What follows belongs to an exercise in optimizing a design on an open flow for small area; a production flow would make more cautious choices. The RTL was checked by simulation tests, not by an equivalence proof against the original design. Power is estimated from default activity; no workload was simulated. No driver is modelled on the clock port, so clocking that relies on it looks cheaper here than on a real chip.

// register_file
module register_file #(
  parameter int unsigned DATA_W = rv_pkg::XLEN,
  parameter int unsigned ADDR_W = rv_pkg::REG_ADDR_W
) (
  input  logic              clk_i,
  input  logic              reset_i,
  input  logic [ADDR_W-1:0] addr_1_i,
  input  logic [ADDR_W-1:0] addr_2_i,
  input  logic [ADDR_W-1:0] addr_3_i,
  input  logic              WE3_i,
  input  logic [DATA_W-1:0] WD3_i,
  output logic [DATA_W-1:0] RD_1_o,
  output logic [DATA_W-1:0] RD_2_o
);
  localparam int unsigned NREGS = 2**ADDR_W;
  logic [NREGS*DATA_W-1:0] mem_flat;
  logic [NREGS-1:0]        we_vec;
  logic [NREGS-1:0]        we_n_vec;
  logic [NREGS-1:0]        valid_q;
  logic [3:0] wa_hi;
  logic [7:0] wa_lo;
  rf_predec_en #(.W(2)) u_wdec_hi (.en(WE3_i), .a(addr_3_i[4:3]), .y(wa_hi));
  rf_predec    #(.W(3)) u_wdec_lo (.a(addr_3_i[2:0]), .y(wa_lo));
  logic [NREGS-1:0] we_hi_vec;
  logic [NREGS-1:0] we_n_hi_vec;
  assign we_vec[0]      = 1'b0;
  assign we_n_vec[0]    = 1'b1;
  assign we_hi_vec[0]   = 1'b0;
  assign we_n_hi_vec[0] = 1'b1;
  for (genvar i = 1; i < int'(NREGS); i++) begin : g_wdec
    logic dec_n;
    rf_nand2 u_nand    (.a(wa_hi[i/8]),    .b(wa_lo[i%8]), .y(dec_n));
    rf_inv   u_we_lo   (.a(dec_n),         .y(we_vec[i]));
    rf_inv   u_we_n_lo (.a(we_vec[i]),     .y(we_n_vec[i]));
    rf_inv   u_we_hi   (.a(dec_n),         .y(we_hi_vec[i]));
    rf_inv   u_we_n_hi (.a(we_hi_vec[i]),  .y(we_n_hi_vec[i]));
  end
  always_ff @(posedge clk_i or posedge reset_i) begin
    if (reset_i) begin
      valid_q <= '0;
    end else begin
      valid_q <= valid_q | we_vec;
    end
  end
  assign mem_flat[DATA_W-1:0] = '0;
  for (genvar i = 1; i < int'(NREGS); i++) begin : g_reg
    logic [DATA_W-1:0] data_q;
    logic [DATA_W-1:0] data_d;
    for (genvar b = 0; b < int'(DATA_W); b++) begin : g_bit
      rf_hold_mux u_hold (
        .we   ((b < int'(DATA_W/2)) ? we_vec[i]   : we_hi_vec[i]),
        .we_n ((b < int'(DATA_W/2)) ? we_n_vec[i] : we_n_hi_vec[i]),
        .wd   (WD3_i[b]),
        .q    (data_q[b]),
        .d    (data_d[b])
  ...
Size: roughly 110 I/O pins, about 0.039 sq mm of cells after synthesis.
Settings: LEC_CHECK=0, CAP_MARGIN=20, CORE_MARGIN=2, CORE_UTILIZATION=75, GPL_TIMING_DRIVEN=0, SLEW_MARGIN=20, SYNTH_HIERARCHICAL=1, SYNTH_MINIMUM_KEEP_SIZE=0; clock period 7.0 ns.
standard.sh (not shown) runs the stock make flow with config.mk's settings and CLKGATE_MAP_FILE= SYNTH_SCRIPT=/design/flow/synth_recipe.tcl, a recipe that flattens the netlist after the stock synthesis.
==> flow/flow/run.sh <==
#!/bin/bash
set -euo pipefail
export CTS_ARGS="-sink_clustering_enable -repair_clock_nets -buf_list sky130_fd_sc_hd__clkbuf_16 -sink_clustering_size 32 -sink_clustering_max_diameter 90 -dont_use_dummy_load"
export BUFFER_PORTS_ARGS="-buffer_cell sky130_fd_sc_hd__buf_1"
bash standard.sh > make.log 2>&1
Rerun with:
- CORE_UTILIZATION: 75 -> 65
Non-clock buffer count came out lower by 1.
Final area barely changes.
Wire length falls by 12%.
Total power falls by 1.1%.
Global-route usage fell by 15 points.
Synthesized cell count is unchanged.
Utilization shrinks by 11 points.
Critical path depth does not change.
Area after synthesis does not change.
Combinational power went down by about 4%.
Rerun with:
==> flow/flow/run.sh (replaced) <==
#!/bin/bash
set -euo pipefail
export CTS_ARGS="-sink_clustering_enable -repair_clock_nets -buf_list sky130_fd_sc_hd__clkbuf_16 -sink_clustering_size 30 -sink_clustering_max_diameter 80 -dont_use_dummy_load"
export BUFFER_PORTS_ARGS="-buffer_cell sky130_fd_sc_hd__buf_1"
bash standard.sh > make.log 2>&1
The changed run finished clean.
Sequential share of layout area fell by 0.11 points.
Worst hold slack hardly moves.
Utilization came out higher by 0.16 points.
Non-clock buffer count does not change.
Global-route usage climbs by 0.17 points.
Total power climbs by 0.92%.
First-iteration DRC count grows by 0.51%.
Worst setup slack hardly moves.
Clock-buffer cell count increases by 4.
Critical path depth stays the same.

========
tundra:
Another version of the RTL of register_file (not shown whole).
Size: roughly 110 I/O pins.
Settings: LEC_CHECK=0, CAP_MARGIN=20, CORE_MARGIN=2, CORE_UTILIZATION=40, SLEW_MARGIN=20, SYNTH_HIERARCHICAL=1, SYNTH_MINIMUM_KEEP_SIZE=0; clock period 7.0 ns.
run.sh (not shown) runs the stock make flow with config.mk's settings and CLKGATE_MAP_FILE= SYNTH_SCRIPT=/design/flow/synth_recipe.tcl, a recipe that flattens the netlist after the stock synthesis.
Stock flow here: none of the scripts above is used.
Per the final summary, tundra finished and its layout is clean on timing, DRC and antenna.
Setup changes, tundra to harbor
# tundra
export LEC_CHECK = 0
export CAP_MARGIN = 20
export CORE_MARGIN = 2
export CORE_UTILIZATION = 40
export SLEW_MARGIN = 20
export SYNTH_HIERARCHICAL = 1
export SYNTH_MINIMUM_KEEP_SIZE = 0
create_clock -name core_clock -period 7.0 [get_ports {clk_i}]
# harbor
export LEC_CHECK = 0
export ABC_AREA = 1
export CAP_MARGIN = 20
export CORE_MARGIN = 2
export CORE_UTILIZATION = 40
export SLEW_MARGIN = 20
export SYNTH_HIERARCHICAL = 1
export SYNTH_MINIMUM_KEEP_SIZE = 0
create_clock -name core_clock -period 7.0 [get_ports {clk_i}]
### Flow results
Non-clock buffer count in harbor is 32% above tundra. Worst setup slack for register-to-register paths (lower): harbor. Summary of harbor over tundra: synthesized netlist cell count picked up an extra 5750; share of final layout cell area taken by clock buffers and inverters lost 1.3 points. What tundra reported for wire length per cell after detailed routing has to be multiplied by 0.55 to get the figure for harbor. | worst IR drop on VDD | lower: tundra |.
Input-level comparison between onyx and harbor:
# harbor
export LEC_CHECK = 0
export ABC_AREA = 1
export CAP_MARGIN = 20
export CORE_MARGIN = 2
export CORE_UTILIZATION = 40
export SLEW_MARGIN = 20
export SYNTH_HIERARCHICAL = 1
export SYNTH_MINIMUM_KEEP_SIZE = 0
create_clock -name core_clock -period 7.0 [get_ports {clk_i}]
# onyx
export LEC_CHECK = 0
export CAP_MARGIN = 20
export CORE_MARGIN = 2
export CORE_UTILIZATION = 65
export CTS_BUF_LIST = sky130_fd_sc_hd__clkbuf_16
export CTS_CLUSTER_DIAMETER = 80
export CTS_CLUSTER_SIZE = 30
export SLEW_MARGIN = 20
export SYNTH_HIERARCHICAL = 1
export SYNTH_MINIMUM_KEEP_SIZE = 0
create_clock -name core_clock -period 7.0 [get_ports {clk_i}]
Findings:
- Every stage of the flow completed for harbor, and the final layout passed the timing, design-rule and antenna checks.
- onyx ran to completion and came out clean on the timing, design-rule and antenna checks.
- Against harbor, the final cell area of onyx is lower.
- Compared to harbor, the routing of onyx uses less wire.
- Of the two values seen for cell group occupying the most layout area, multi-input combinational cells was produced by harbor and flip-flops and latches by onyx.
- onyx against harbor: via count went down 15000, clock-pin transition on the worst setup and hold timing paths rose 0.05 ns.

-- re-timing with driven ports --
The results above use ideal ports. As a check the final layouts listed here were re-extracted and re-timed, cells and wires unchanged. Step 1 assumes that a clkbuf_16 drives the clock port and a buf_2 every other input. Step 2 times the ports against the registers' clock, not the clock port: input delays grow and output delays shrink by t, the midpoint of the rising clock arrivals with the driver on. a / b / c = ideal ports / drivers / drivers and shift; a / b = the first two.
run | shift t [ns] | slack for setup (ns) | worst register clock-pin slew, ns
the first run of note 1 | 0.714 | 0.851 / 0.722 / 0.722 | 0.12 / 0.12
the second run of note 1 | 0.676 | 1.031 / 0.901 / 0.901 | 0.12 / 0.12
the third run of note 1 | 0.688 | 1.031 / 0.903 / 0.903 | 0.12 / 0.12
tundra | 0.770 | 0.589 / 0.565 / 0.565 | 0.07 / 0.07
harbor | 0.833 | 0.618 / 0.591 / 0.591 | 0.07 / 0.07
onyx | 0.708 | 0.481 / 0.461 / 0.461 | 0.12 / 0.12
After both steps setup and hold are still met in every run listed. For the second run of note 1, which loses most, drivers alone change the setup slack by -0.130 ns; drivers and shift together by -0.130 ns.
